This is an optimization exercise on Yosys and OpenROAD, whose aim is small area, a short achievable clock period and few clock cycles, not a production implementation.
The RTL was checked by simulation tests, not by an equivalence proof against the original design.
No activity file was given, so power comes from the tool's default toggle rates.

==> flow/design.v <==
`timescale 1ns / 1ps
package rws_pkg;
  localparam int unsigned OP_W               = 2;
  localparam int unsigned WEIGHT_W           = 16;
  localparam int unsigned RND_W              = 31;
  localparam int unsigned INDEX_W            = 6;
  localparam int unsigned DEFAULT_MAX_MEMBERS = 64;
  localparam logic [OP_W-1:0] OP_CLEAR  = 2'd0;
  localparam logic [OP_W-1:0] OP_APPEND = 2'd1;
  localparam logic [OP_W-1:0] OP_SELECT = 2'd2;
  localparam int unsigned DIV_NS = (RND_W - 1) / 2;
  localparam logic [DIV_NS-1:0] DIV_ENT =
    DIV_NS'((1 << 3) | (1 << 5) | (1 << 7) | (1 << 8) | (1 << 9));
  localparam int unsigned CMP_NCH = 3;
endpackage
`timescale 1ns / 1ps
module rws_ram #(
  parameter int unsigned WIDTH = 22,
  parameter int unsigned DEPTH = 64,
  parameter int unsigned NCH   = 3
) (
  input  logic             clk_i,
  input  logic             clr_i,      
  input  logic             we_i,       
  input  logic [WIDTH-1:0] wdata_i,    
  output logic             free_o,     
  output logic             free_n_o,   
  input  logic [WIDTH-1:0] tgt_i,      
  output logic [DEPTH-1:0] le_o        
);
  localparam int unsigned CHW = (WIDTH + NCH - 1) / NCH;
  logic [WIDTH-1:0] nsum_q [DEPTH];    
  logic [DEPTH-1:0] val_q;
  always_ff @(posedge clk_i) begin
    nsum_q[0] <= we_i ? ~wdata_i : nsum_q[DEPTH-1];
    for (int i = 1; i < DEPTH; i++) nsum_q[i] <= nsum_q[i-1];
  end
  always_ff @(posedge clk_i) begin
    val_q[0] <= we_i | (val_q[DEPTH-1] & ~clr_i);
    for (int i = 1; i < DEPTH; i++) val_q[i] <= val_q[i-1] & ~clr_i;
  end
  assign free_o   = ~val_q[DEPTH-2];
  assign free_n_o = ~val_q[DEPTH-3];
  logic [WIDTH-1:0] tgt   [NCH];
  logic [DEPTH-1:0] cin   [NCH];
  logic [DEPTH-1:0] cout  [NCH];
  assign tgt[0] = tgt_i;
  assign cin[0] = '1;
  for (genvar c = 0; c < NCH; c++) begin : g_ch
    localparam int unsigned LO = c * CHW;
    localparam int unsigned HI = ((c + 1) * CHW < WIDTH) ? (c + 1) * CHW : WIDTH;
    always_comb begin
      logic cy;
      for (int j = 0; j < DEPTH; j++) begin
        cy = cin[c][j];
        for (int b = LO; b < HI; b++) begin
          cy = (tgt[c][b] & nsum_q[j][b]) | (tgt[c][b] & cy) | (nsum_q[j][b] & cy);
        end
        cout[c][j] = cy;
      end
    end
    if (c + 1 < NCH) begin : g_reg
      logic [DEPTH-1:0] cy_q;
      logic [WIDTH-1:0] t_q;
      always_ff @(posedge clk_i) begin
        cy_q <= {cout[c][DEPTH-2:0], cout[c][DEPTH-1]};
        t_q  <= tgt[c];
      end
      assign cin[c+1] = cy_q;
      assign tgt[c+1] = t_q;
    end
  end
  assign le_o = val_q & cout[NCH-1];
endmodule
`timescale 1ns / 1ps
import rws_pkg::*;
module roulette_wheel_selector #(
  parameter int unsigned MAX_MEMBERS = rws_pkg::DEFAULT_MAX_MEMBERS
) (
  input  logic                clk_i,
  input  logic                rst_ni,
  input  logic                in_valid_i,
  output logic                in_ready_o,
  input  logic [rws_pkg::OP_W-1:0]     in_op_i,
  input  logic [rws_pkg::WEIGHT_W-1:0] in_weight_i,
  input  logic [rws_pkg::RND_W-1:0]    in_random_word_i,
  output logic                out_valid_o,
  input  logic                out_ready_i,
  output logic [rws_pkg::INDEX_W-1:0]  out_index_o,
  output logic                out_status_o
);
  localparam int unsigned AW    = $clog2(MAX_MEMBERS);
  localparam int unsigned CW    = $clog2(MAX_MEMBERS + 1);
  localparam int unsigned SW    = WEIGHT_W + AW;           
  localparam int unsigned XW    = SW + 2;                  
  localparam int unsigned NROWS = RND_W;                   
  localparam int unsigned NS    = DIV_NS;                  
  localparam int unsigned NC    = CMP_NCH;                 
  localparam int unsigned NB    = NS + NC - 1;             
  localparam int unsigned FD    = NB + 2;                  
  localparam int unsigned FAW   = $clog2(FD);
  localparam int unsigned CAP   = FD + 1;                  
  localparam int unsigned KW    = $clog2(CAP + 1);
  logic              rdy_q, rdy_d;
  logic              nrdy_q;        
  logic              iv_q, iv_d;
  logic [OP_W-1:0]   iop_q;
  logic [WEIGHT_W-1:0] iw_q;
  logic [RND_W-1:0]  ir_q;
  logic [WEIGHT_W+1:0] iw3_q;       
  logic              init_q;
  logic [SW-1:0]     d_q;           
  logic [CW-1:0]     n_q;           
  logic              full;
  logic              slot_free;
  logic              slot_free_n;
  logic [MAX_MEMBERS-1:0] le;
  logic [NB-1:0]     dv_q;
  logic [SW-1:0]     rem_q [NS];
  logic [RND_W-1:0]  rb_q  [NS];
  logic [KW-1:0]     cred_q;
  logic busy, busy_n;
  logic go, go_clr, go_app, go_sel;
  logic do_clr, do_app, do_sel;
  logic out_take;
  assign full      = (n_q == CW'(MAX_MEMBERS));
  assign busy      = |dv_q;
  assign go_clr    = !busy;
  assign go_app    = !busy && (full || slot_free);
  assign go_sel    = (cred_q < KW'(CAP));
  always_comb begin
    unique case (iop_q)
      OP_CLEAR:  go = go_clr;
      OP_APPEND: go = go_app;
      OP_SELECT: go = go_sel;
      default:   go = 1'b1;
    endcase
  end
  assign do_clr = iv_q && go && (iop_q == OP_CLEAR);
  assign do_app = iv_q && go && (iop_q == OP_APPEND) && !full;
  assign do_sel = iv_q && go && (iop_q == OP_SELECT);
  logic              iv_n;
  logic [OP_W-1:0]   op_n;
  logic              go_n;
  logic              full_n, free_n;
  logic [KW-1:0]     cred_n;
  assign iv_n   = rdy_q ? in_valid_i : (iv_q && !go);
  assign op_n   = rdy_q ? in_op_i : iop_q;
  assign busy_n = do_sel || (|dv_q[NB-2:0]);
  assign full_n = do_clr ? 1'b0 : (do_app ? (n_q == CW'(MAX_MEMBERS - 1)) : full);
  assign free_n = do_clr || init_q || slot_free_n;
  assign cred_n = cred_q + KW'(do_sel);
  always_comb begin
    unique case (op_n)
      OP_CLEAR:  go_n = !busy_n;
      OP_APPEND: go_n = !busy_n && (full_n || free_n);
      OP_SELECT: go_n = (cred_n < KW'(CAP));
      default:   go_n = 1'b1;
    endcase
  end
  assign rdy_d = !iv_n || go_n;
  assign iv_d  = iv_n;
  always_ff @(posedge clk_i or negedge rst_ni) begin
    if (!rst_ni) begin
      rdy_q  <= 1'b1;
      nrdy_q <= 1'b0;
      iv_q   <= 1'b0;
      init_q <= 1'b1;
    end else begin
      rdy_q  <= rdy_d;
      nrdy_q <= !rdy_d;
      iv_q   <= iv_d;
      init_q <= 1'b0;
    end
  end
  always_ff @(posedge clk_i) begin
    if (rdy_q) begin
      iop_q <= in_op_i;
      iw_q  <= in_weight_i;
      iw3_q <= (WEIGHT_W+2)'(in_weight_i) + (WEIGHT_W+2)'({in_weight_i, 1'b0});
      ir_q  <= in_random_word_i;
    end
  end
  function automatic logic [XW:0] sub_nb(input logic [XW-1:0] a, input logic [XW-1:0] m);
    logic [XW-1:0] g, p, ng, np;
    g = ~a & m;
    p = ~(a ^ m);
    for (int l = 0; (1 << l) < XW; l++) begin
      ng = g;
      np = p;
      for (int i = 0; i < XW; i++) begin
        if (((i >> l) & 1) == 1) begin
          ng[i] = g[i] | (p[i] & g[((i >> l) << l) - 1]);
          np[i] = p[i] & p[((i >> l) << l) - 1];
        end
      end
      g = ng;
      p = np;
    end
    sub_nb = {~g[XW-1], a ^ m ^ {g[XW-2:0], 1'b0}};
  endfunction
  function automatic logic [XW-1:0] add_sk(input logic [XW-1:0] a, input logic [XW-1:0] b);
    logic [XW-1:0] g, p, ng, np, h;
    g = a & b;
    p = a ^ b;
    h = p;
    for (int l = 0; (1 << l) < XW; l++) begin
      ng = g;
      np = p;
      for (int i = 0; i < XW; i++) begin
        if (((i >> l) & 1) == 1) begin
          ng[i] = g[i] | (p[i] & g[((i >> l) << l) - 1]);
          np[i] = p[i] & p[((i >> l) << l) - 1];
        end
      end
      g = ng;
      p = np;
    end
    add_sk = h ^ {g[XW-2:0], 1'b0};
  endfunction
  logic [SW-1:0] d_app, d_d;
  logic [XW-1:0] d3_q, d3_d;      
  assign d_app = SW'(add_sk(XW'(d_q), XW'(iw_q)));
  assign d_d   = do_clr ? SW'(1) : (do_app ? d_app : d_q);
  assign d3_d  = do_clr ? XW'(3) :
                 (do_app ? add_sk(d3_q, XW'(iw3_q)) : d3_q);
  localparam int unsigned NCP = 4;
  logic [SW-1:0] nd_q;
  logic [XW-1:0] nd3_q;
  logic [SW-1:0] dc_q  [NCP];     
  logic [XW-1:0] d3c_q [NCP];
  always_ff @(posedge clk_i) begin
    nd_q     <= ~d_d;
    nd3_q    <= ~d3_d;
    dc_q[0]  <= d_q;
    d3c_q[0] <= d3_q;
    dc_q[1]  <= nd_q;
    d3c_q[1] <= nd3_q;
    dc_q[2]  <= ~nd_q;
    d3c_q[2] <= ~nd3_q;
    dc_q[3]  <= ~d_q;
    d3c_q[3] <= ~d3_q;
  end
  always_ff @(posedge clk_i or negedge rst_ni) begin
    if (!rst_ni) begin
      d_q  <= SW'(1);
      d3_q <= XW'(3);
      n_q  <= '0;
    end else begin
      d_q  <= d_d;
      d3_q <= d3_d;
      if (do_clr)      n_q <= '0;
      else if (do_app) n_q <= n_q + CW'(1);
    end
  end
  logic app_q;
  always_ff @(posedge clk_i or negedge rst_ni) begin
    if (!rst_ni) app_q <= 1'b0;
    else         app_q <= do_app;
  end
  rws_ram #(
    .WIDTH (SW),
    .DEPTH (MAX_MEMBERS),
    .NCH   (NC)
  ) u_store (
    .clk_i   (clk_i),
    .clr_i   (do_clr || init_q),
    .we_i    (app_q && !do_clr),
    .wdata_i (d_q),
    .free_o  (slot_free),
    .free_n_o(slot_free_n),
    .tgt_i   (rem_q[NS-1]),
    .le_o    (le)
  );
  function automatic integer bank_khi(input integer s);
    bank_khi = 3 + 2 * s;
  endfunction
  logic [XW:0] dz_q, d3z_q;
  always_ff @(posedge clk_i) begin
    for (int w = 0; w <= XW; w++) begin
      dz_q[w]  <= ((d_q >> w) == '0);
      d3z_q[w] <= ((d3_q >> w) == '0);
    end
  end
  logic [NS-1:0] ent;       
  logic          ent_any;
  always_comb begin
    ent = '0;
    for (int b = 0; b < NS; b++) begin
      if (DIV_ENT[b] && ((d_q >> bank_khi(b)) != '0)) ent = NS'(1) << b;
    end
  end
  assign ent_any = |ent;
  always_ff @(posedge clk_i or negedge rst_ni) begin
    if (!rst_ni) begin
      dv_q <= '0;
    end else begin
      dv_q <= {dv_q[NB-2:0], do_sel && !ent_any};
      for (int b = 1; b < NS; b++) begin
        if (ent[b]) dv_q[b] <= do_sel;
      end
    end
  end
  for (genvar s = 0; s < NS; s++) begin : g_div
    localparam int unsigned KLO = (s == 0) ? 0 : bank_khi(s - 1);
    localparam int unsigned KHI = bank_khi(s);
    localparam int unsigned CP = (s == 0) ? 0 : ((s - 1) * NCP) / (NS - 1);
    logic [SW-1:0]    rem_in;
    logic [RND_W-1:0] rb_in;
    logic [SW-1:0]    rem_out;
    logic [SW-1:0]    dd;
    logic [XW-1:0]    dd3;
    if (s == 0) begin : g_d0
      assign dd  = d_q;
      assign dd3 = d3_q;
    end else begin : g_dc
      assign dd  = CP[0] ? ~dc_q[CP] : dc_q[CP];
      assign dd3 = CP[0] ? ~d3c_q[CP] : d3c_q[CP];
    end
    if (s == 0) begin : g_first
      assign rem_in = '0;
      assign rb_in  = ir_q;
    end else begin : g_next
      assign rem_in = rem_q[s-1];
      assign rb_in  = rb_q[s-1];
    end
    always_comb begin
      logic [SW-1:0] r;
      logic [XW-1:0] x, m;
      logic [XW:0]   s1, s2, s3;
      logic          ge1, ge2, ge3;
      logic [XW:0]   fz, f3z;
      int            k, w;
      r = rem_in;
      k = KLO;
      if (s == 0) begin
        for (int i = 0; i <= XW; i++) begin
          fz[i]  = ((d_q >> i) == '0);
          f3z[i] = ((d3_q >> i) == '0);
        end
      end else begin
        fz  = dz_q;
        f3z = d3z_q;
      end
      if (s == 0) begin
        x  = XW'(rb_in[NROWS-1]);
        s1 = {1'b0, x} - (XW+1)'(dd & SW'(1));
        r  = (!s1[1] && fz[1]) ? SW'(s1[0]) : SW'(x);
        k  = 1;
      end
      w  = (k + 2 < XW) ? k + 2 : XW;
      m  = (w < XW) ? ((XW'(1) << w) - XW'(1)) : '1;
      x  = {r, rb_in[NROWS-1-k], rb_in[NROWS-2-k]} & m;
      s1 = sub_nb(x, XW'(dd) & m);
      s2 = sub_nb(x, XW'({dd, 1'b0}) & m);
      s3 = sub_nb(x, dd3 & m);
      if (w < XW) begin
        ge1 = s1[XW] && fz[w];
        ge2 = s2[XW] && fz[w-1];
        ge3 = s3[XW] && f3z[w];
      end else begin
        ge1 = s1[XW];
        ge2 = s2[XW];
        ge3 = s3[XW];
      end
      if (ge3)      r = SW'(s3);
      else if (ge2) r = SW'(s2);
      else if (ge1) r = SW'(s1);
      else          r = SW'(x);
      if (w < SW) r = r & ((SW'(1) << w) - SW'(1));
      rem_out = r;
    end
    if (DIV_ENT[s]) begin : g_ent
      always_ff @(posedge clk_i) begin
        if (ent[s]) begin
          rem_q[s] <= SW'(ir_q >> (NROWS - KHI));
          rb_q[s]  <= ir_q;
        end else begin
          rem_q[s] <= rem_out;
          rb_q[s]  <= rb_in;
        end
      end
    end else begin : g_pass
      always_ff @(posedge clk_i) begin
        rem_q[s] <= rem_out;
        rb_q[s]  <= rb_in;
      end
    end
  end
  logic                   cv_q, qv_q, pv_q;
  logic                   cst_q, qst_q, pst_q;
  logic [MAX_MEMBERS-1:0] c_q;
  logic [3:0]             q_q [8];
  logic [INDEX_W-1:0]     pidx_q;
  always_ff @(posedge clk_i or negedge rst_ni) begin
    if (!rst_ni) begin
      cv_q <= 1'b0;
      qv_q <= 1'b0;
      pv_q <= 1'b0;
    end else begin
      cv_q <= dv_q[NB-1];
      qv_q <= cv_q;
      pv_q <= qv_q;
    end
  end
  logic [3:0] grp [8];
  always_comb begin
    for (int g = 0; g < 8; g++) begin
      grp[g] = '0;
      for (int i = 0; i < 8; i++) grp[g] = grp[g] + 4'(c_q[8*g+i]);
    end
  end
  always_ff @(posedge clk_i) begin
    c_q   <= le;
    cst_q <= (n_q == '0);
    for (int g = 0; g < 8; g++) q_q[g] <= grp[g];
    qst_q  <= cst_q;
    pidx_q <= INDEX_W'(((7'(q_q[0]) + 7'(q_q[1])) + (7'(q_q[2]) + 7'(q_q[3]))) +
                       ((7'(q_q[4]) + 7'(q_q[5])) + (7'(q_q[6]) + 7'(q_q[7]))));
    pst_q  <= qst_q;
  end
  logic [INDEX_W:0]   fmem_q [FD];
  logic [FAW-1:0]     wp_q, rp_q;
  logic [FAW:0]       fcnt_q;
  logic               ov_q;
  logic [INDEX_W:0]   od_q;
  logic               fpush, fpop, oload;
  assign out_take = ov_q && out_ready_i;
  assign oload    = !ov_q || out_ready_i;
  assign fpop     = oload && (fcnt_q != '0);
  assign fpush    = pv_q && !(oload && (fcnt_q == '0));
  always_ff @(posedge clk_i or negedge rst_ni) begin
    if (!rst_ni) begin
      wp_q   <= '0;
      rp_q   <= '0;
      fcnt_q <= '0;
      ov_q   <= 1'b0;
      cred_q <= '0;
    end else begin
      if (fpush) wp_q <= (wp_q == FAW'(FD - 1)) ? '0 : wp_q + FAW'(1);
      if (fpop)  rp_q <= (rp_q == FAW'(FD - 1)) ? '0 : rp_q + FAW'(1);
      fcnt_q <= fcnt_q + (FAW+1)'(fpush) - (FAW+1)'(fpop);
      if (oload) ov_q <= (fcnt_q != '0) || pv_q;
      cred_q <= cred_q + KW'(do_sel) - KW'(out_take);
    end
  end
  always_ff @(posedge clk_i) begin
    if (fpush) fmem_q[wp_q] <= {pst_q, pidx_q};
    if (oload) od_q <= (fcnt_q != '0) ? fmem_q[rp_q] : {pst_q, pidx_q};
  end
  assign in_ready_o   = !nrdy_q;
  assign out_valid_o  = ov_q;
  assign out_index_o  = od_q[INDEX_W-1:0];
  assign out_status_o = od_q[INDEX_W];
endmodule
==> flow/run.sh <==
#!/bin/bash
# synth_recipe.tcl (not shown) runs the flow's synth.tcl, then flattens the netlist and writes it again
# the make line also repeats each setting of config.mk as NAME=value (left out here)
make -C /OpenROAD-flow-scripts/flow DESIGN_CONFIG=/design/flow/config.mk WORK_HOME=/design/flow/orfs CLKGATE_MAP_FILE= SYNTH_SCRIPT=/design/flow/synth_recipe.tcl finish
==> flow/config.mk <==
export PLATFORM = sky130hd
export DESIGN_NAME = roulette_wheel_selector
export DESIGN_NICKNAME = roulette_wheel_selector
export VERILOG_FILES = /design/flow/design.v
export SDC_FILE = /design/flow/constraint.sdc
export NUM_CORES = 4
export LEC_CHECK = 0
export CAP_MARGIN = 20
export CORE_MARGIN = 2
export CORE_UTILIZATION = 55
export SETUP_SLACK_MARGIN = 2.7
export SLEW_MARGIN = 20
export TNS_END_PERCENT = 10
==> flow/constraint.sdc <==
create_clock -name core_clock -period 6.0 [get_ports {clk_i}]
set_input_delay 1.2000 -clock core_clock [delete_from_list [all_inputs] [get_ports {clk_i}]]
set_output_delay 1.2000 -clock core_clock [all_outputs]
set_load 0.01 [all_outputs]
==> metrics.md, run 1 <==
| Metric | Value |
|---|---|
| CP cell instances | `or4_4 > nand3b_4 > nor4b_4 > nand3_2 > nor3_4 > mux2i_4 > inv_1 > fa_2 > nor3b_4 > or2_1 > mux2_4 > mux2i_1` |
| Critical Path Sink Type | `flip-flop` |
| Die Area | `211000 um2` |
| Layout area overhead | `13.1%` |
| GRT Overall Usage | `0.278` |
| Via count | `79800` |
| Critical Path RT | `6.81 ns` |
| Router iterations before antenna repair | `6` |
| Reg clk slew, reported paths | `0.06 ns` |
| Post-Synth XOR/XNOR Area | `0.0331` |
| DRC errors left | `0` |
| Max-Cap Viols | `0` |
| Synth Area in Compound Gates | `0.157` |
| Clock latency on the worst-skew pair | `0.93 ns` |
| Crit-path max FO | `6` |
| Vias in the first global route | `78000` |
| Post-synth top area share | `0.419` |
| Final Max Slew Viols | `0` |
| Post-synthesis mux area share | `0.0273` |
| CTS max path bufs | `4` |
| Critical Path Start Type | `flip-flop` |
| Row Count | `167` |
| CP max stage cell | `or4_4` |
| Mapped Nets | `11800` |
| # setup viols final | `0` |
| Fmax | `274 MHz` |
| IO Port Bufs | `61` |
| Final hold viol count | `0` |
| TritonCTS clock tree | `built` |
| Synthesized area per cell | `10.6 um2` |
| Placed Area | `117000 um2` |
| Post-synth EDFFs | `204` |
| Met1 Track Usage GR | `0.439` |
| Chip width | `460 um` |
| Register area share after synthesis | `0.494` |
| Status | `complete, no violations` |
| Fin nets | `11900` |
| First-pass GRT wire length | `460000 um` |
| 1st-iter DRT viols | `6793` |
| Adder-Cell Fraction of Synth Area | `0.171` |
| Pin count of the biggest net entering global routing | `92` |
| Worst IR Drop VDD | `0.660 mV` |
| Post-synth ARST share | `0.0372` |
| Commonest non-fill, non-tap cell in the layout | `dfxtp_1` |
| Largest family of logic cells by synthesized area | `adder cells` |
| Drt wl/cell | `21.7 um` |
| Register area | `56600 um2` |
| Final Critical Period | `3.65 ns` |
| Post-DP HPWL | `220000 um` |
| Die Ht | `460 um` |
| Main area contributors after synthesis | `dfxtp_1 42%, ha_1 8.2%, edfxtp_1 5.4%, fa_1 4.3%, maj3_1 3.4%` |
| Final WL | `299000 um` |
| Root buffer cell | `clkbuf_16` |
| Initial antenna violation count | `25` |
| Leakage | `0.0549 uW` |
| Ports | `62` |
| Total grt overflow | `0` |
| Yosys reg bits | `2691` |
| Cts bufs inserted | `295` |
| Area of the core | `207000 um2` |
| Worst slew pin tran | `0.933 ns` |
| Period utilisation layout | `0.608` |
| GR peak layer | `met1` |
| CP top delay family | `simple AND/OR/NAND/NOR gates` |
| Pwr Density | `620 nW/um2` |
| Footprint of the multi-input gates | `54400 um2` |
| Met2 Resource Use GR | `0.386` |
| Layout Cells excl Fill | `13800` |
| Share of layout cells above drive strength 1 | `0.109` |
| # clock sinks | `2691` |
| Post-Syn Instances | `10700` |
| Worst path bufs/invs | `1` |
| Crit path kind | `reg -> reg` |
| Synth cell types | `119` |
| Placed insts | `13200` |
| Vias/cell | `5.79` |
| Unrepaired setup endpoints after global routing | `yes` |
| CP arrival | `4.46 ns` |
| Largest stage delay, worst path | `0.56 ns` |
| Clock skew | `0.0486 ns` |
| Post-synth top flop | `dfxtp_1` |
| Most frequent cells in the layout | `2325 x dfxtp_1, 745 x ha_1, 733 x inv_1` |
| Synth Cell Area | `114000 um2` |
| Initial Utilization | `0.552` |
| H-Tree Depth | `5` |
| Final TNS setup | `0 ns` |
| DRT antenna net count | `0` |
| Post-Synth Simple-Gate Area | `0.0783` |
| Fillers | `16900` |
| CTS Hold Bufs | `0` |
| Met3 Track Usage GR | `0.0446` |
| Syn. warnings | `18` |
| Area leader, netlist | `dfxtp_1` |
| Slew margin rel. | `0.369` |
| Cell area after layout | `129000 um2` |
| Gpl congestion | `0.942` |
| Hold Crit Class | `reg -> reg` |
-- sequential cells by signal, summed over array words and instances, names as in the netlist, 71 cells and up --
| signal | cells |
|---|---|
| d3c_q | 75 |
| rem_q | 110 |
| u_store.nsum_q | 1408 |
| fmem_q | 133 |
| dc_q | 71 |
| g_div.rem_in | 120 |
| g_div.rb_in | 210 |
| u_store.g_ch.g_reg.cy_q | 128 |
-- where the power goes --
group / switching (uW) / internal [uW] / leakage [uW]
clock: 7140 / 10900 / 0.00467
sequential: 4660 / 22400 / 0.0227
combinational: 19900 / 15000 / 0.0275
total: 31700 / 48300 / 0.0549
-- stage by stage --
stage                     hold WS [ns]  total power (uW)  utilization  setup slack (ns)
after floorplan                  0.310             50300            -              2.58
after global placement           0.310             59200        0.568              1.66
after detailed placement         0.312             59800        0.568              1.71
after CTS                        0.312             78700        0.619              2.30
after global routing             0.309             85400        0.625              2.27
final                            0.319             80000        0.625              2.35
-- worst paths after layout --
kind | start | endpoint | slack, ns | cells after the start
setup / recovery | d_q[9]$_DFF_PN0_ | g_div[1].rem_in[0]$_DFF_P_ | 2.35 | 12
max in group asynchronous | rst_ni | d3_q[3]$_DFF_PN0_ | 4.46 | 2
hold / removal | g_div[6].rb_in[12]$_DFF_P_ | g_div[7].rb_in[12]$_DFF_P_ | 0.32 | 0
setup reg to reg | d_q[9]$_DFF_PN0_ | g_div[1].rem_in[0]$_DFF_P_ | 2.35 | 12
min in group asynchronous | rst_ni | fcnt_q[4]$_DFF_PN0_ | 0.36 | 1
hold reg to reg | g_div[6].rb_in[12]$_DFF_P_ | g_div[7].rb_in[12]$_DFF_P_ | 0.32 | 0
-- kinds of logic (layout without fill, tap and decap cells) --
| kind of cell | Yosys count | in the layout |
|---|---|---|
| AOI/OAI and AO/OA | 2716 | 2720 |
| buffers and inverters | 1170 | 1507 |
| xor gates and xnor gates | 431 | 431 |
| DFF | 2691 | 2691 |
| and+or+nand+nor | 1961 | 1968 |
| other | 1 | 8 |
| adders and majority gates | 1501 | 1501 |
| muxes | 258 | 258 |
-- synth_stat cells, types with 204 or more instances --
master and count:
a21oi_1 522, a221oi_1 268, clkbuf_1 351, dfxtp_1 2387, edfxtp_1 204, fa_1 243, ha_1 748, inv_1 752
maj3_1 392, nand2_1 679, nor2_1 625, o21ai_0 588, o22ai_1 346, xnor2_1 247
-- timing repair --
item,4_1_cts,5_1_grt
pin swaps,30,57
resized for setup,133,187
buffers inserted,47,48
gates cloned,7,9
endpoints found under the setup margin,263,274
-- area by class of cell --
type,instances,area share
Sequential cell,2691,0.438
Multi-Input combinational cell,6879,0.421
Clock buffer,430,0.0660
Tap cell,2704,0.0262
Inverter,753,0.0224
Timing Repair Buffer,246,0.0173
Clock inverter,78,0.00843
Antenna cell,7,0.000136
-- layer usage --
metal | up-vias | share of wire
met5 | - | 0.000090
met3 | 519 | 0.067
met2 | 2184 | 0.40
met1 | 38600 | 0.51
met4 | 4 | 0.027
li1 | 38500 | -
Testbench counts, summed over its fixed seeds: cycles 2,863.
==> run 2, diff against run 1 <==
--- a/flow/config.mk
+++ b/flow/config.mk
@@ -10,2 +10,3 @@
 export CORE_UTILIZATION = 55
+export CTS_BUF_LIST = sky130_fd_sc_hd__clkbuf_8
 export SETUP_SLACK_MARGIN = 2.7
==> run 2 against run 1 <==
Register-to-register slack about the same; total power fell by 2.9%; largest cell class unchanged; hold slack worse by 0.14 ns.
==> metrics.md, run 2 <==
| Metric | Value |
|---|---|
| Status | `complete, no violations` |
| # setup viols final | `0 (unchanged)` |
| Share of layout cells above drive strength 1 | `0.123 (+0.0137)` |
| Chip width | `460 um (unchanged)` |
| Post-DP HPWL | `220000 um (unchanged)` |
| Crit path depth | `14 (+2)` |
| Root buffer cell | `clkbuf_8` |
| Total grt overflow | `0 (unchanged)` |
| Worst slew pin tran | `0.960 ns (+0.0274 ns)` |
| CP cell instances | `inv_2 > ha_1 > a21oi_2 > o21a_1 > o31ai_4 > a211oi_2 > or4_1 > nor2b_4 > fa_2 > and2_4 > a21oi_1 > o21ai_0 > a22oi_1 > a21oi_1` |
| First-pass GRT wire length | `461000 um (+0.39%)` |
| Worst IR Drop VDD | `0.641 mV (-3.0%)` |
| Critical Path Start Type | `flip-flop` |
| Final TNS setup | `0 ns (unchanged)` |
| Slew margin rel. | `0.351 (-0.0185)` |
| Synth Cell Area | `114000 um2 (unchanged)` |
| Area of the core | `207000 um2 (unchanged)` |
| Synthesized area per cell | `10.6 um2 (unchanged)` |
| Clock skew | `0.0961 ns (+0.0475 ns)` |
| Post-synth ARST share | `0.0372 (unchanged)` |
| Launch point of the worst reg-to-reg path | `dc_q[1][2]$_DFF_P_` |
| Fin nets | `12000 (+1.1%)` |
| DRC errors left | `0 (unchanged)` |
| R2r endpoint | `g_div[8].rem_in[13]$_DFF_P_` |
| Synth cell types | `119 (unchanged)` |
| Crit. Startpoint | `dc_q[1][2]$_DFF_P_` |
| Final Critical Period | `3.65 ns (+0.00529 ns)` |
| Max reg flops | `1408 (unchanged)` |
| Vias/cell | `5.70 (-1.5%)` |
| Period utilisation layout | `0.609 (+0.000882)` |
| Hold Crit Class | `in -> async` |
| Largest Register | `u_store.nsum_q` |
| Final Max Slew Viols | `0 (unchanged)` |
| CTS Hold Bufs | `0 (unchanged)` |
| Clock power share | `0.205 (-0.020)` |
| Final WL | `299000 um (+0.15%)` |
| Final core utilization | `0.621 (-0.00361)` |
| Via count | `80100 (+0.43%)` |
| Register area share after synthesis | `0.494 (unchanged)` |
| Main area contributors after synthesis | `dfxtp_1 42%, ha_1 8.2%, edfxtp_1 5.4%, fa_1 4.3%, maj3_1 3.4%` |
| Worst path bufs/invs | `1 (unchanged)` |
| Gpl congestion | `0.942 (unchanged)` |
| Row Count | `167 (unchanged)` |
| Switching share of power | `0.406 (+0.0104)` |
| Crit path kind | `reg -> reg` |
| Initial antenna violation count | `21 (-16%)` |
| Yosys reg bits | `2691 (unchanged)` |
| Mapped Nets | `11800 (unchanged)` |
| # clock sinks | `2691 (unchanged)` |
| Top-count cell post-synth | `dfxtp_1` |
| Router iterations before antenna repair | `6 (unchanged)` |
| Area leader, netlist | `dfxtp_1` |
| Vias in the first global route | `79000 (+1.3%)` |
| TritonCTS clock tree | `built` |
| Cts bufs inserted | `434 (+47%)` |
| Die Ht | `460 um (unchanged)` |
| Post-synth top area share | `0.419 (unchanged)` |
| Cell area after layout | `128000 um2 (-0.58%)` |
| GRT Overall Usage | `0.278 (+0.000702)` |
| 1st-iter DRT viols | `6305 (-7.2%)` |
| Pwr Density | `605 nW/um2 (-2.4%)` |
| Comb power frac | `0.446 (+0.010)` |
| Fmax | `274 MHz (-0.15%)` |
| Dpl ws | `1.71 ns (unchanged)` |
| CP top delay family | `compound AO/OA/AOI/OAI gates` |
| Total net switching power | `31600 uW (-0.39%)` |
| Syn. warnings | `18 (unchanged)` |
| IO Port Bufs | `61 (unchanged)` |
| Most frequent CP cell | `a21oi_1` |
| Most frequent cells in the layout | `2328 x dfxtp_1, 884 x inv_1, 741 x ha_1` |
| Critical Path RT | `6.88 ns (+0.07 ns)` |
| R2R cell count | `14 (+2)` |
| Crit-path max FO | `6 (unchanged)` |
| Post-Syn Instances | `10700 (unchanged)` |
| Unrepaired setup endpoints after global routing | `yes` |
| Reg2reg setup slack | `2.35 ns (about the same)` |
| Critical Path Sink Type | `flip-flop` |
| Placed Area | `117000 um2 (unchanged)` |
| Synth top cells by count | `2387 x dfxtp_1, 752 x inv_1, 748 x ha_1` |
| Ports | `62 (unchanged)` |
| Max-Cap Viols | `0 (unchanged)` |
| Post-synth EDFFs | `204 (unchanged)` |
| Reg clk slew, reported paths | `0.06 ns (about the same)` |
| Initial Utilization | `0.552 (unchanged)` |
| CP arrival | `4.54 ns (+0.08 ns)` |
| Die Area | `211000 um2 (unchanged)` |
| Setup slack after layout | `2.35 ns (-0.00529 ns)` |
| Final hold viol count | `0 (unchanged)` |
| Leakage | `0.0553 uW (+0.80%)` |
| Largest stage delay, worst path | `0.56 ns (about the same)` |
| DRT antenna net count | `0 (unchanged)` |
| Clock latency on the worst-skew pair | `1.09 ns (+0.16 ns)` |
| Int Pwr | `46100 uW (-4.6%)` |
| Commonest non-fill, non-tap cell in the layout | `dfxtp_1` |
| H-Tree Depth | `5 (unchanged)` |
| Post-synth top flop | `dfxtp_1` |
| Layout area overhead | `12.4%` |
| CTS max path bufs | `4 (unchanged)` |
| Pin count of the biggest net entering global routing | `92 (unchanged)` |
| Flop pwr share | `0.349 (+0.010)` |
| Drt wl/cell | `21.3 um (-1.7%)` |
| CP max stage cell | `or4_1` |
[run 2: final cells by class]
class / count / area [um2]
fillers: 17200 / 78300
flip-flops and latches: 2691 / 56600
multi-input cells: 6879 / 54400
clock buffers: 547 / 7530
well taps: 2704 / 3380
inverters: 753 / 2900
repair buffers: 241 / 2190
clock inverters: 225 / 1350
diodes: 11 / 27.5
[run 2: what timing repair did]
action | CTS | global route
hold endpoints to repair | 0 | 0
setup endpoints to repair | 261 | 283
gates resized for setup | 134 | 195
cloned | 7 | 5
pin swaps | 32 | 68
buffers inserted | 44 | 50
[run 2: layer usage]
| metal | vias up | global-route usage | share of wire |
|---|---|---|---|
| met1 | 38500 | 0.437 | 0.51 |
| met5 | - | 0 | 0 |
| li1 | 38900 | - | - |
| met3 | 517 | 0.0497 | 0.068 |
| met2 | 2201 | 0.385 | 0.40 |
| met4 | 0 | 0.0791 | 0.025 |
[run 2: how the worst max path moves through the flow]
stage / slack (ns) / end
floorplan: 2.58 / g_div[1].rem_in[0]$_DFF_P_
global route: 2.25 / rem_q[14][19]$_DFF_P_
detailed placement: 1.71 / rem_q[13][4]$_DFF_P_
CTS: 2.27 / nd3_q[21]$_DFF_P_
finish: 2.35 / g_div[8].rem_in[13]$_DFF_P_
global placement: 1.66 / iw3_q[13]$_DFFE_PP_
[run 2: cell families (layout without fill, tap and decap cells)]
| logic type | count (synthesis) | after routing | share of synthesized area |
|---|---|---|---|
| xor gates and xnor gates | 431 | 431 | 0.0331 |
| and+or+nand+nor | 1961 | 1969 | 0.0783 |
| buffers and inverters | 1170 | 1766 | 0.0396 |
| AOI/OAI and AO/OA | 2716 | 2719 | 0.157 |
| muxes | 258 | 258 | 0.0273 |
| other | 1 | 12 | 0.0000329 |
| adders and majority gates | 1501 | 1501 | 0.171 |
| DFF | 2691 | 2691 | 0.494 |
[run 2: worst reg2reg max path, cell delays in order (launching register included)]
cell and delay [ns]:
dfxtp_4 0.39, inv_2 0.11, ha_1 0.35, a21oi_2 0.09
o21a_1 0.25, o31ai_4 0.30, a211oi_2 0.12, or4_1 0.56
nor2b_4 0.15, fa_2 0.41, and2_4 0.22, a21oi_1 0.11
o21ai_0 0.10, a22oi_1 0.24, a21oi_1 0.10
[run 2: through the flow]
| step | total power, uW | std cells | hold WS, ns |
|---|---|---|---|
| floorplan | 50300 | 10700 | 0.310 |
| global placement | 59200 | 13200 | 0.310 |
| detailed placement | 59800 | 13200 | 0.312 |
| CTS | 76700 | 14000 | 0.111 |
| global route | 83100 | 14000 | 0.139 |
| finish | 77700 | 14100 | 0.175 |
[run 2: power groups by stage]
stage | Combinational [uW] | Sequential (uW) | Clock (uW)
2_1_floorplan | 25800 | 24500 | 0
5_1_grt | 38400 | 27600 | 17100
3_3_place_gp | 31900 | 27300 | 0
4_1_cts | 33400 | 27000 | 16300
3_5_place_dp | 32500 | 27300 | 0
6_report | 34600 | 27100 | 15900
==> run 3, diff against run 2 <==
--- a/flow/design.v
+++ b/flow/design.v
@@ -123,2 +123,5 @@
   logic go, go_clr, go_app, go_sel;
+  logic app_q;                      
+  logic [DIV_NS-1:0] ent;           
+  logic              ent_any;
   logic do_clr, do_app, do_sel;
@@ -129,3 +132,3 @@
   assign go_app    = !busy && (full || slot_free);
-  assign go_sel    = (cred_q < KW'(CAP));
+  assign go_sel    = (cred_q < KW'(CAP)) && !(app_q && !ent_any);
   always_comb begin
@@ -156,3 +159,3 @@
       OP_APPEND: go_n = !busy_n && (full_n || free_n);
-      OP_SELECT: go_n = (cred_n < KW'(CAP));
+      OP_SELECT: go_n = (cred_n < KW'(CAP)) && !(do_app && !ent_any);
       default:   go_n = 1'b1;
@@ -255,3 +258,2 @@
   end
-  logic app_q;
   always_ff @(posedge clk_i or negedge rst_ni) begin
@@ -284,4 +286,2 @@
   end
-  logic [NS-1:0] ent;       
-  logic          ent_any;
   always_comb begin
@@ -335,11 +335,4 @@
       k = KLO;
-      if (s == 0) begin
-        for (int i = 0; i <= XW; i++) begin
-          fz[i]  = ((d_q >> i) == '0);
-          f3z[i] = ((d3_q >> i) == '0);
-        end
-      end else begin
-        fz  = dz_q;
-        f3z = d3z_q;
-      end
+      fz  = dz_q;
+      f3z = d3z_q;
       if (s == 0) begin
--- a/flow/config.mk
+++ b/flow/config.mk
@@ -10,3 +10,2 @@
 export CORE_UTILIZATION = 55
-export CTS_BUF_LIST = sky130_fd_sc_hd__clkbuf_8
 export SETUP_SLACK_MARGIN = 2.7
==> run 3 against run 2 <==
Still clean on timing, DRC and antenna; routed wire length down 0.39%; synthesized area shrank 0.43%; clock power rose by 14%; sequential cell count rose by 4; non-clock buffer count up 124; clock skew decreased by 0.028 ns; critical endpoint is now rem_q[13][17]$_DFF_P_; largest cell class unchanged.
==> metrics.md, run 3 <==
| Metric | Value |
|---|---|
| Synth Cell Area | `114000 um2 (-0.43%)` |
| Initial antenna violation count | `11 (-48%)` |
| Leakage | `0.0555 uW (+0.27%)` |
| CP arrival | `4.76 ns (+0.22 ns)` |
| Via count | `78700 (-1.8%)` |
| Final Critical Period | `3.93 ns (+0.276 ns)` |
| Row Count | `166 (-0.60%)` |
| Clock latency on the worst-skew pair | `0.93 ns (-0.16 ns)` |
| Layout area overhead | `15.1%` |
| Ports | `62 (unchanged)` |
| DRC errors left | `0 (unchanged)` |
| Post-synth ARST share | `0.0371 (-0.0000552)` |
| Hold Crit Class | `reg -> reg` |
| Placed insts | `13100 (-0.42%)` |
| Drt wl/cell | `21.5 um (+0.99%)` |
| # setup viols final | `0 (unchanged)` |
| Most frequent cells in the layout | `2313 x dfxtp_1, 790 x nand2_1, 766 x maj3_1` |
| Gpl congestion | `0.907 (-3.8%)` |
| Crit-path max FO | `6 (unchanged)` |
| Register area | `56700 um2 (+0.20%)` |
| CTS max path bufs | `4 (unchanged)` |
| Max-Cap Viols | `0 (unchanged)` |
| R2R cell count | `15 (+1)` |
| Chip width | `459 um (-0.22%)` |
| Fin nets | `12000 (-0.51%)` |
| Total power | `84100 uW (+8.3%)` |
| Crit. Startpoint | `d3c_q[3][0]$_DFF_P_` |
| Synth cell types | `108 (-9.2%)` |
| Period utilisation layout | `0.655 (+0.0459)` |
| Critical Path RT | `6.83 ns (-0.05 ns)` |
| Critical Path Start Type | `flip-flop` |
| Synth top cells by count | `2391 x dfxtp_1, 802 x nand2_1, 766 x maj3_1` |
| # clock sinks | `2695 (+0.15%)` |
| CP Capture Point | `rem_q[13][17]$_DFF_P_` |
| Worst slew pin tran | `1.17 ns (+0.215 ns)` |
| Synthesized area per cell | `10.6 um2 (about the same)` |
| GRT Overall Usage | `0.277 (-0.00135)` |
| Initial Utilization | `0.554 (+0.00204)` |
| Yosys reg bits | `2695 (+0.15%)` |
| Cts bufs inserted | `294 (-32%)` |
| Total grt overflow | `0 (unchanged)` |
| Setup slack after layout | `2.07 ns (-0.276 ns)` |
| Slew margin rel. | `0.197 (-0.154)` |
| Post-DP HPWL | `212000 um (-3.7%)` |
| Router iterations before antenna repair | `6 (unchanged)` |
| Layout Cells excl Fill | `13900 (-1.4%)` |
| Final core utilization | `0.638 (+0.0169)` |
| Launch point of the worst reg-to-reg path | `d3c_q[3][0]$_DFF_P_` |
| IO Port Bufs | `61 (unchanged)` |
| Worst IR Drop VDD | `0.418 mV (-35%)` |
| Share of layout cells above drive strength 1 | `0.117 (-0.00541)` |
| 1st-iter DRT viols | `5782 (-8.3%)` |
| Clock skew | `0.0677 ns (-0.0284 ns)` |
| First-pass GRT wire length | `457000 um (-1.0%)` |
| Final TNS setup | `0 ns (unchanged)` |
| R2r endpoint | `rem_q[13][17]$_DFF_P_` |
| Critical Path Sink Type | `flip-flop` |
| Commonest non-fill, non-tap cell in the layout | `dfxtp_1` |
| Die Area | `210000 um2 (-0.43%)` |
| Status | `complete, no violations` |
| Pin count of the biggest net entering global routing | `101 (+9.8%)` |
| Top-count cell post-synth | `dfxtp_1` |
| Post-synth top area share | `0.421 (+0.00253)` |
| Area leader, netlist | `dfxtp_1` |
| Final hold viol count | `0 (unchanged)` |
| Pwr Density | `643 nW/um2 (+6.3%)` |
| Fillers | `16500 (-3.7%)` |
| Vias/cell | `5.68 (-0.42%)` |
| Area of the core | `205000 um2 (-0.80%)` |
| Fmax | `255 MHz (-7.0%)` |
| TritonCTS clock tree | `built` |
| Post-synth EDFFs | `204 (unchanged)` |
| Post-Syn Instances | `10700 (-0.52%)` |
| Root buffer cell | `clkbuf_16` |
| Final Max Slew Viols | `0 (unchanged)` |
| Final WL | `298000 um (-0.39%)` |
| Register area share after synthesis | `0.497 (+0.00286)` |
| Mapped Nets | `11700 (-0.48%)` |
| Max reg flops | `1408 (unchanged)` |
| Footprint of the multi-input gates | `54500 um2 (+0.20%)` |
| Post-synth top flop | `dfxtp_1` |
| Dpl ws | `1.33 ns (-0.383 ns)` |
| Reg clk slew, reported paths | `0.06 ns (about the same)` |
| DRT antenna net count | `0 (unchanged)` |
| Crit path kind | `reg -> reg` |
| Reg2reg setup slack | `2.07 ns (-0.28 ns)` |
| Largest Register | `u_store.nsum_q` |
| Vias in the first global route | `77400 (-2.1%)` |
| Main area contributors after synthesis | `dfxtp_1 42%, ha_1 8.2%, maj3_1 6.7%, edfxtp_1 5.4%, fa_1 4.3%` |
| Die Ht | `459 um (-0.22%)` |
| Unrepaired setup endpoints after global routing | `yes` |
| H-Tree Depth | `5 (unchanged)` |
| Syn. warnings | `18 (unchanged)` |
==> run 3: cell count changes after synthesis, sizes merged, moves of 24 or more <==
cell    previous run  this run
a31oi             66       140
o21ai            607       677
maj3             510       766
nor3             129       102
a21o             195       165
mux2i            148       124
and3              45       104
nand2            680       802
o22ai            346       209
a211o              7        32
a221oi           270        69
and2              97        38
nor2             626       543
==> run 3: final cells by class <==
type	instances	share of cell area
Timing Repair Buffer	365	0.0273
Multi-Input combinational cell	6833	0.417
Clock buffer	409	0.0657
Antenna cell	10	0.000191
Tap cell	2688	0.0257
Timing Repair inverter	1	0.000124
Clock inverter	108	0.00883
Inverter	749	0.0219
Sequential cell	2695	0.433
==> run 3: worst min path at each step <==
stage                                                     start                               endpoint  slack, ns  cells past startpoint
after floorplan                      g_div[10].rb_in[0]$_DFF_P_             g_div[11].rb_in[0]$_DFF_P_       0.31                      0
after global placement               g_div[2].rb_in[18]$_DFF_P_             g_div[3].rb_in[18]$_DFF_P_       0.31                      0
after detailed placement  u_store.g_ch[0].g_reg.t_q[19]$_DFF_P_  u_store.g_ch[1].g_reg.t_q[19]$_DFF_P_       0.31                      0
after CTS                                         cst_q$_DFF_P_                          qst_q$_DFF_P_       0.28                      0
after global routing                 g_div[4].rb_in[11]$_DFF_P_             g_div[5].rb_in[11]$_DFF_P_       0.30                      0
final                                             cst_q$_DFF_P_                          qst_q$_DFF_P_       0.28                      0
==> run 3: cell families after synthesis <==
family                   count (synthesis)  share of synthesized area
AND/OR/NAND/NOR                       1969                     0.0779
flip-flops                            2695                      0.497
XOR/XNOR                               430                     0.0331
other                                    1                  0.0000330
buffers and inverters                 1156                     0.0390
adder cells (fa/ha/maj)               1757                      0.193
multiplexers                           220                     0.0239
AO/OA/AOI/OAI                         2445                      0.136
==> run 3: critical path: stages (launching register included) <==
cell	delay [ns]
dfxtp_2	0.34
inv_4	0.05
ha_4	0.15
fa_2	0.43
a211oi_4	0.31
o21ai_2	0.13
a2111oi_4	0.48
o32ai_2	0.15
o41a_1	0.47
o31ai_4	0.29
o21bai_2	0.14
a221oi_4	0.38
buf_6	0.19
clkbuf_16	0.17
a211oi_2	0.04
a21oi_1	0.13
==> run 3: what timing repair did <==
item / 4_1_cts / 5_1_grt
setup buffers: 84 / 109
cloned: 15 / 16
endpoints found under the hold margin: 0 / 0
gates resized for setup: 254 / 256
hold buffers: 0 / 0
setup endpoints to repair: 343 / 361
pin swaps: 59 / 85
==> run 3: through the flow <==
step	hold WS, ns	cell area, um2
after floorplan	0.310	114000
after global placement	0.310	117000
after detailed placement	0.312	117000
after CTS	0.285	129000
after global routing	0.296	131000
final	0.278	131000
==> run 3: routing by layer <==
layer | global-route usage | up-vias | routed length, um
li1 | - | 38100 | -
met1 | 0.407 | 38000 | 144000
met2 | 0.417 | 2055 | 127000
met3 | 0.0443 | 496 | 18600
met4 | 0.0859 | 2 | 9370
met5 | 0 | - | 13
==> run 3: power by group <==
group | internal (uW) | switching, uW | total [uW]
registers | 22200 | 4390 | 26600
clock network | 10800 | 7240 | 18100
logic | 17200 | 22300 | 39500
total | 50200 | 33900 | 84100
Testbench counts of run 3, summed over its fixed seeds: cycles 2,863.
==> run 4, diff against run 3 <==
--- a/flow/config.mk
+++ b/flow/config.mk
@@ -10,2 +10,3 @@
 export CORE_UTILIZATION = 55
+export PLACE_DENSITY = 0.72
 export SETUP_SLACK_MARGIN = 2.7
==> run 4 against run 3 <==
Still clean; synthesized cell count stayed put; maximum frequency is 1.9% higher; setup slack better by 0.075 ns; die area stayed put; sequential power is 2% lower; critical path depth is 1 higher; largest cell class unchanged.
==> metrics.md, run 4 <==
| Metric | Value |
|---|---|
| Status | `complete, no violations` |
| Total net switching power | `33800 uW (-0.28%)` |
| Die Ht | `459 um (unchanged)` |
| Int Pwr | `49900 uW (-0.56%)` |
| HP Start | `g_div[4].rb_in[18]$_DFF_P_` |
| Max-Cap Viols | `0 (unchanged)` |
| Flop pwr share | `0.311 (-0.005)` |
| R2r endpoint | `g_div[8].rem_in[16]$_DFF_P_` |
| Cell area after layout | `131000 um2 (about the same)` |
| Post-synth EDFFs | `204 (unchanged)` |
| Root buffer cell | `clkbuf_16` |
| Final core utilization | `0.638 (about the same)` |
| Max reg flops | `1408 (unchanged)` |
| # setup viols final | `0 (unchanged)` |
| Met1 Track Usage GR | `0.392 (-0.0147)` |
| Final TNS setup | `0 ns (unchanged)` |
| GR peak layer | `met1` |
| Final WL | `287000 um (-3.9%)` |
| Syn. warnings | `18 (unchanged)` |
| GRT Overall Usage | `0.264 (-0.0125)` |
| Pin count of the biggest net entering global routing | `129 (+28%)` |
| CP cell instances | `inv_1 > ha_1 > o21a_1 > o21a_1 > a211o_1 > a2111oi_4 > nor3_2 > a2111oi_4 > o21ba_2 > fa_2 > and2_4 > buf_4 > nand2_1 > a311oi_2 > a211oi_1 > a21oi_1` |
| Critical Path RT | `6.80 ns (-0.03 ns)` |
| Top-count cell post-synth | `dfxtp_1` |
| Post-DP HPWL | `200000 um (-5.3%)` |
| Clock skew | `0.0777 ns (+0.00997 ns)` |
| Final hold viol count | `0 (unchanged)` |
| Reg2reg setup slack | `2.15 ns (+0.07 ns)` |
| Share of layout cells above drive strength 1 | `0.118 (+0.000622)` |
| Clock power share | `0.206 (-0.009)` |
| CP max stage cell | `dfxtp_1` |
| Chip width | `459 um (unchanged)` |
| Placed Area | `117000 um2 (about the same)` |
| Final Critical Period | `3.85 ns (-0.0746 ns)` |
| Die Area | `210000 um2 (unchanged)` |
| Hold Crit Class | `reg -> reg` |
| Post-Syn Instances | `10700 (unchanged)` |
| 1st-iter DRT viols | `6350 (+9.8%)` |
| CP arrival | `4.65 ns (-0.11 ns)` |
| Initial Utilization | `0.554 (unchanged)` |
| Most frequent cells in the layout | `2318 x dfxtp_1, 786 x nand2_1, 766 x maj3_1` |
| Unrepaired setup endpoints after global routing | `yes` |
| Synthesized area per cell | `10.6 um2 (unchanged)` |
| Cts bufs inserted | `291 (-1.0%)` |
| Fmax | `260 MHz (+1.9%)` |
| Synth top cells by count | `2391 x dfxtp_1, 802 x nand2_1, 766 x maj3_1` |
| Leakage | `0.0555 uW (about the same)` |
| Endpoint, Worst Hold | `g_div[5].rb_in[18]$_DFF_P_` |
| Largest Register | `u_store.nsum_q` |
| Pwr Density | `640 nW/um2 (-0.50%)` |
| Post-synth top area share | `0.421 (unchanged)` |
| Ports | `62 (unchanged)` |
| Critical Path Sink Type | `flip-flop` |
| DRC errors left | `0 (unchanged)` |
| First-pass GRT wire length | `443000 um (-3.1%)` |
| Hold_ws | `0.295 ns (+0.0177 ns)` |
| Synth cell types | `108 (unchanged)` |
| Drt wl/cell | `20.7 um (-3.9%)` |
| Worst slew pin tran | `1.25 ns (+0.0711 ns)` |
| Synth Cell Area | `114000 um2 (unchanged)` |
| Via count | `79000 (+0.44%)` |
| Worst IR Drop VDD | `0.366 mV (-12%)` |
| Switching share of power | `0.404 (+0.000671)` |
| TritonCTS clock tree | `built` |
| Register area share after synthesis | `0.497 (unchanged)` |
| Launch point of the worst reg-to-reg path | `g_div[7].rem_in[3]$_DFF_P_` |
| Crit-path max FO | `5 (-1)` |
| Crit path kind | `reg -> reg` |
| Post-synth top flop | `dfxtp_1` |
| Gpl congestion | `0.955 (+5.2%)` |
| CTS max path bufs | `4 (unchanged)` |
| Yosys reg bits | `2695 (unchanged)` |
| Met2 Resource Use GR | `0.388 (-0.0291)` |
| R2R cell count | `16 (+1)` |
| Row Count | `166 (unchanged)` |
| Main area contributors after synthesis | `dfxtp_1 42%, ha_1 8.2%, maj3_1 6.7%, edfxtp_1 5.4%, fa_1 4.3%` |
| Largest stage delay, worst path | `0.38 ns (-0.10 ns)` |
| Commonest non-fill, non-tap cell in the layout | `dfxtp_1` |
| Layout area overhead | `15.1% (about the same)` |
| Fillers | `15700 (-5.0%)` |
| Vias/cell | `5.70 (+0.41%)` |
| H-Tree Depth | `5 (unchanged)` |
| Hold Path Cell Cnt | `0 (unchanged)` |
| Post-synth ARST share | `0.0371 (unchanged)` |
| Reg clk slew, reported paths | `0.06 ns (about the same)` |
| Final Max Slew Viols | `0 (unchanged)` |
| Slew margin rel. | `0.163 (-0.0335)` |
| Mapped Nets | `11700 (unchanged)` |
| Area leader, netlist | `dfxtp_1` |
| Clock latency on the worst-skew pair | `0.95 ns (+0.02 ns)` |
| DRT antenna net count | `0 (unchanged)` |
| Vias in the first global route | `77700 (+0.45%)` |
| Period utilisation layout | `0.642 (-0.0124)` |
| # clock sinks | `2695 (unchanged)` |
| Fin nets | `12000 (+0.23%)` |
| Area of the core | `205000 um2 (unchanged)` |
| Critical Path Start Type | `flip-flop` |
| Total grt overflow | `0 (unchanged)` |
| Router iterations before antenna repair | `6 (unchanged)` |
| Comb power frac | `0.483 (+0.014)` |
| Met3 Track Usage GR | `0.0452 (+0.000856)` |
| IO Port Bufs | `61 (unchanged)` |
| Initial antenna violation count | `14 (+3)` |
[run 4: cell count changes in the layout (fill, tap and decap cells not counted), sizes merged]
cell	previous run	this run
a21o	168	167
and2	40	39
a211o	33	32
nand2	802	803
inv	756	752
bufbuf	3	4
clkinv	64	55
buf	296	324
diode	10	6
bufinv	19	14
nand2b	99	100
clkinvlp	19	18
[run 4: stage by stage]
step	setup slack [ns]	std cells	power, uW
detailed placement	1.56	13100	61900
CTS	2.17	13700	81200
floorplan	2.47	10700	52100
global route	1.97	13900	89400
global placement	1.54	13100	60900
finish	2.15	13900	83700
[run 4: layout make-up]
cell class	instances	area, um2	share of cell area
flip-flops and latches	2695	56700	0.433
repair buffers	397	4080	0.0312
inverters	749	2870	0.0219
diodes	6	15.0	0.000115
clock inverters	89	915	0.00699
repair inverters	1	16.3	0.000124
multi-input cells	6832	54600	0.418
well taps	2688	3360	0.0257
clock buffers	406	8290	0.0634
[run 4: per-layer routing]
| layer | part of all wire | wire [um] |
|---|---|---|
| met3 | 0.072 | 20700 |
| met4 | 0.035 | 9940 |
| met1 | 0.47 | 136000 |
| met2 | 0.42 | 120000 |
| met5 | 0.00014 | 39 |
[run 4: how the worst max path moves through the flow]
stage                                  end                  startpoint
2_1_floorplan          iw3_q[15]$_DFFE_PP_              in_weight_i[0]
3_3_place_gp          rem_q[12][1]$_DFF_P_          dc_q[3][1]$_DFF_P_
3_5_place_dp          rem_q[12][1]$_DFF_P_          dc_q[3][0]$_DFF_P_
4_1_cts         g_div[7].rem_in[7]$_DFF_P_  g_div[6].rb_in[16]$_DFF_P_
5_1_grt         g_div[8].rem_in[1]$_DFF_P_          dc_q[1][0]$_DFF_P_
6_report       g_div[8].rem_in[16]$_DFF_P_  g_div[7].rem_in[3]$_DFF_P_
[run 4: critical path: cells and delay by family, from the launching register on]
kind	cells	cell delay (ns)
AO/OA/AOI/OAI	9	2.15
AND/OR/NAND/NOR	3	0.38
buffers and inverters	2	0.23
adder cells (fa/ha/maj)	2	0.58
flip-flops	1	0.38
[run 4: kinds of logic after synthesis]
kind of cell	after synthesis	synth area share
other cells	1	0.0000330
xor+xnor	430	0.0331
fa+ha+maj	1757	0.193
compound gates	2445	0.136
buf+inv	1156	0.0390
flops	2695	0.497
mux	220	0.0239
simple gates	1969	0.0779
[run 4: what timing repair did]
action	in CTS	in global routing
pin swaps	70	88
hold buffers	0	0
gates cloned	23	16
setup buffers	96	116
hold endpoints to repair	0	0
endpoints found under the setup margin	346	314
gates resized for setup	265	308
[run 4: power groups by stage]
stage	Sequential [uW]	Clock [uW]	Combinational (uW)
floorplan	24100	0	28000
global placement	26100	0	34800
detailed placement	26200	0	35700
CTS	25900	17600	37700
global route	26400	18400	44600
finish	26000	17300	40500
==> run 5, diff against run 4 <==
--- a/flow/config.mk
+++ b/flow/config.mk
@@ -10,3 +10,3 @@
 export CORE_UTILIZATION = 55
-export PLACE_DENSITY = 0.72
+export CTS_BUF_LIST = sky130_fd_sc_hd__clkbuf_8
 export SETUP_SLACK_MARGIN = 2.7
==> run 5 against run 4 <==
Sequential share of layout area is 0.50 points higher; global-route usage grew 1.3 points; sequential power rose by 2%; non-clock buffer count is 70 lower; clock skew up 0.013 ns; still clean on timing, DRC and antenna.
==> metrics.md, run 5 <==
| Metric | Value |
|---|---|
| Synthesized area per cell | `10.6 um2 (unchanged)` |
| Initial antenna violation count | `13 (-1)` |
| Total grt overflow | `0 (unchanged)` |
| Post-Syn Instances | `10700 (unchanged)` |
| Dpl ws | `1.33 ns (-0.229 ns)` |
| Crit. Startpoint | `d3c_q[3][0]$_DFF_P_` |
| Worst slew pin tran | `1.21 ns (-0.0330 ns)` |
| Reg2reg setup slack | `2.13 ns (-0.02 ns)` |
| Synth Cell Area | `114000 um2 (unchanged)` |
| Share of layout cells above drive strength 1 | `0.124 (+0.00552)` |
| Root buffer cell | `clkbuf_8` |
| DRC errors left | `0 (unchanged)` |
| Leakage | `0.0555 uW (about the same)` |
| Drt wl/cell | `21.0 um (+1.7%)` |
| Largest Register | `u_store.nsum_q` |
| Status | `complete, no violations` |
| Setup slack after layout | `2.13 ns (-0.0212 ns)` |
| CTS max path bufs | `4 (unchanged)` |
| DRT antenna net count | `0 (unchanged)` |
| Total power | `81700 uW (-2.5%)` |
| Commonest non-fill, non-tap cell in the layout | `dfxtp_1` |
| Via count | `79100 (+0.029%)` |
| Post-synth EDFFs | `204 (unchanged)` |
| Layout Cells excl Fill | `14100 (+1.5%)` |
| Slew margin rel. | `0.171 (+0.00750)` |
| 1st-iter DRT viols | `5544 (-13%)` |
| Post-synth top flop | `dfxtp_1` |
| Max-Cap Viols | `0 (unchanged)` |
| Router iterations before antenna repair | `8 (+2)` |
| R2R cell count | `15 (-1)` |
| Initial Utilization | `0.554 (unchanged)` |
| Period utilisation layout | `0.646 (+0.00354)` |
| Crit path kind | `reg -> reg` |
| Yosys reg bits | `2695 (unchanged)` |
| Die Area | `210000 um2 (unchanged)` |
| Vias/cell | `5.62 (-1.4%)` |
| Unrepaired setup endpoints after global routing | `yes` |
| CP Capture Point | `rem_q[13][1]$_DFF_P_` |
| Final WL | `296000 um (+3.2%)` |
| Ports | `62 (unchanged)` |
| Final TNS setup | `0 ns (unchanged)` |
| CP arrival | `4.91 ns (+0.26 ns)` |
| Reg clk slew, reported paths | `0.06 ns (about the same)` |
| Fmax | `258 MHz (-0.55%)` |
| Gpl congestion | `0.907 (-5.0%)` |
| Launch point of the worst reg-to-reg path | `d3c_q[3][0]$_DFF_P_` |
| Cts bufs inserted | `435 (+49%)` |
| Mapped Nets | `11700 (unchanged)` |
| Final hold viol count | `0 (unchanged)` |
| Critical Path Sink Type | `flip-flop` |
| Main area contributors after synthesis | `dfxtp_1 42%, ha_1 8.2%, maj3_1 6.7%, edfxtp_1 5.4%, fa_1 4.3%` |
| Worst IR Drop VDD | `0.380 mV (+3.7%)` |
| Post-synth top area share | `0.421 (unchanged)` |
| Synth cell types | `108 (unchanged)` |
| TritonCTS clock tree | `built` |
| # setup viols final | `0 (unchanged)` |
| Post-synth ARST share | `0.0371 (unchanged)` |
| Post-DP HPWL | `212000 um (+5.6%)` |
| Die Ht | `459 um (unchanged)` |
| GRT Overall Usage | `0.277 (+0.0125)` |
| Most frequent cells in the layout | `2321 x dfxtp_1, 849 x inv_1, 792 x nand2_1` |
| Critical Path Start Type | `flip-flop` |
| Vias in the first global route | `78600 (+1.2%)` |
| Synth top cells by count | `2391 x dfxtp_1, 802 x nand2_1, 766 x maj3_1` |
| Hold Crit Class | `in -> async` |
| Chip width | `459 um (unchanged)` |
| First-pass GRT wire length | `457000 um (+3.3%)` |
| Layout area overhead | `13.9%` |
| Max reg flops | `1408 (unchanged)` |
| Placed insts | `13100 (-0.023%)` |
| Hold_ws | `0.263 ns (-0.0328 ns)` |
| Critical Path RT | `7.03 ns (+0.23 ns)` |
| Pwr Density | `631 nW/um2 (-1.4%)` |
| Pin count of the biggest net entering global routing | `101 (-22%)` |
| Clock latency on the worst-skew pair | `1.11 ns (+0.16 ns)` |
| Clock skew | `0.0911 ns (+0.0135 ns)` |
| H-Tree Depth | `5 (unchanged)` |
| Area of the core | `205000 um2 (unchanged)` |
| IO Port Bufs | `61 (unchanged)` |
| Area leader, netlist | `dfxtp_1` |
| Top-count cell post-synth | `dfxtp_1` |
| Fin nets | `12100 (+0.60%)` |
| Final Max Slew Viols | `0 (unchanged)` |
| R2r endpoint | `rem_q[13][1]$_DFF_P_` |
| Row Count | `166 (unchanged)` |
| Syn. warnings | `18 (unchanged)` |
| Crit-path max FO | `6 (+1)` |
| Final Critical Period | `3.87 ns (+0.0212 ns)` |
| # clock sinks | `2695 (unchanged)` |
| Register area share after synthesis | `0.497 (unchanged)` |
run 5: cell counts after synthesis:
No cell type changed its count.
run 5: area by class of cell:
| class | count | area (um2) |
|---|---|---|
| fillers | 16800 | 75600 |
| flip-flops and latches | 2695 | 56700 |
| multi-input cells | 6829 | 54300 |
| clock buffers | 565 | 7780 |
| well taps | 2688 | 3360 |
| repair buffers | 327 | 3090 |
| inverters | 749 | 2860 |
| clock inverters | 207 | 1320 |
| repair inverters | 2 | 23.8 |
| diodes | 9 | 22.5 |
run 5: how the worst min path moves through the flow:
stage,slack (ns),to,depth (start not counted)
6_report,0.26,d3_q[23]$_DFF_PN0_,1
5_1_grt,0.27,rp_q[2]$_DFFE_PN0P_,1
4_1_cts,0.18,d3_q[23]$_DFF_PN0_,1
3_5_place_dp,0.31,u_store.g_ch[1].g_reg.t_q[19]$_DFF_P_,0
3_3_place_gp,0.31,g_div[3].rb_in[18]$_DFF_P_,0
2_1_floorplan,0.31,g_div[11].rb_in[0]$_DFF_P_,0
run 5: stage by stage:
stage | cell area [um2] | utilization
after floorplan | 114000 | -
after global placement | 117000 | 0.570
after detailed placement | 117000 | 0.570
after CTS | 128000 | 0.624
after global routing | 129000 | 0.631
final | 129000 | 0.631
run 5: report_power, final:
part | leakage (uW) | switching [uW] | internal, uW | total, uW
sequential | 0.0228 | 4390 | 22200 | 26500
clock | 0.00521 | 7160 | 9050 | 16200
combinational | 0.0275 | 22000 | 16900 | 38900
total | 0.0555 | 33600 | 48100 | 81700
run 5: per-layer routing:
metal	vias up	wire, um	track usage
li1	38300	-	-
met1	38200	144000	0.405
met2	2038	126000	0.417
met3	455	17300	0.0464
met4	4	8570	0.0875
met5	-	33	0
run 5: worst max-delay path, cell delays in order, from the launching register on:
cell and delay [ns]:
dfxtp_2 0.32, inv_2 0.08, ha_4 0.17, fa_2 0.43, a211oi_4 0.31, o21ai_2 0.13, a2111oi_4 0.47, o32ai_2 0.14
o41a_1 0.47, o31ai_4 0.29, o21bai_2 0.14, a221oi_4 0.34, buf_6 0.20, clkbuf_16 0.18, a211oi_1 0.05, a21oi_1 0.11
run 5: repair_timing:
action	CTS	global route
resized for setup	249	207
hold buffers	0	0
gates cloned	11	6
setup endpoints to repair	334	351
pin swaps	64	68
setup buffers	91	75
run 5: kinds of logic (layout without fill, tap and decap cells):
family,count (synthesis),in the layout,synth area share
mux,220,220,0.0239
compound gates,2445,2449,0.136
other cells,1,10,0.0000330
fa+ha+maj,1757,1757,0.193
simple gates,1969,1972,0.0779
flops,2695,2695,0.497
xor+xnor,430,430,0.0331
buf+inv,1156,1850,0.0390

## afterwards: timing with drivers on the ports
Ports are ideal in the flow. The routed layouts listed here were re-timed in OpenROAD.
Step 1 (the two cells are an assumption about what drives the block):
set clk [get_ports {clk_i}]
set_driving_cell -lib_cell sky130_fd_sc_hd__clkbuf_16 $clk
set_driving_cell -lib_cell sky130_fd_sc_hd__buf_2 [delete_from_list [all_inputs] $clk]
Step 2 also shifts input and output timing later by t, the mid clock arrival at the registers, as if the neighbouring blocks saw the same clock.
a / b / c = ideal / step 1 / step 2; a / b = the first two.
run | t, ns | slack for setup (ns) | latest minus earliest clock arrival (ns) | slew at the worst register clock pin (ns) | cell pins on the clock port's net
run 1 | 0.984 | 2.353 / 2.353 / 1.677 | 0.074 / 0.074 | 0.07 / 0.07 | 1
run 2 | 1.124 | 2.348 / 2.348 / 1.664 | 0.120 / 0.120 | 0.07 / 0.07 | 1
run 3 | 0.992 | 2.072 / 2.072 / 1.420 | 0.085 / 0.085 | 0.07 / 0.07 | 1
run 4 | 0.995 | 2.147 / 2.147 / 1.584 | 0.079 / 0.079 | 0.07 / 0.07 | 1
run 5 | 1.179 | 2.125 / 2.125 / 1.298 | 0.147 / 0.148 | 0.07 / 0.07 | 1
After both steps every run listed still meets setup and hold. For run 5, which loses most, drivers alone change the setup slack by 0.000 ns; drivers and shift together by -0.827 ns.
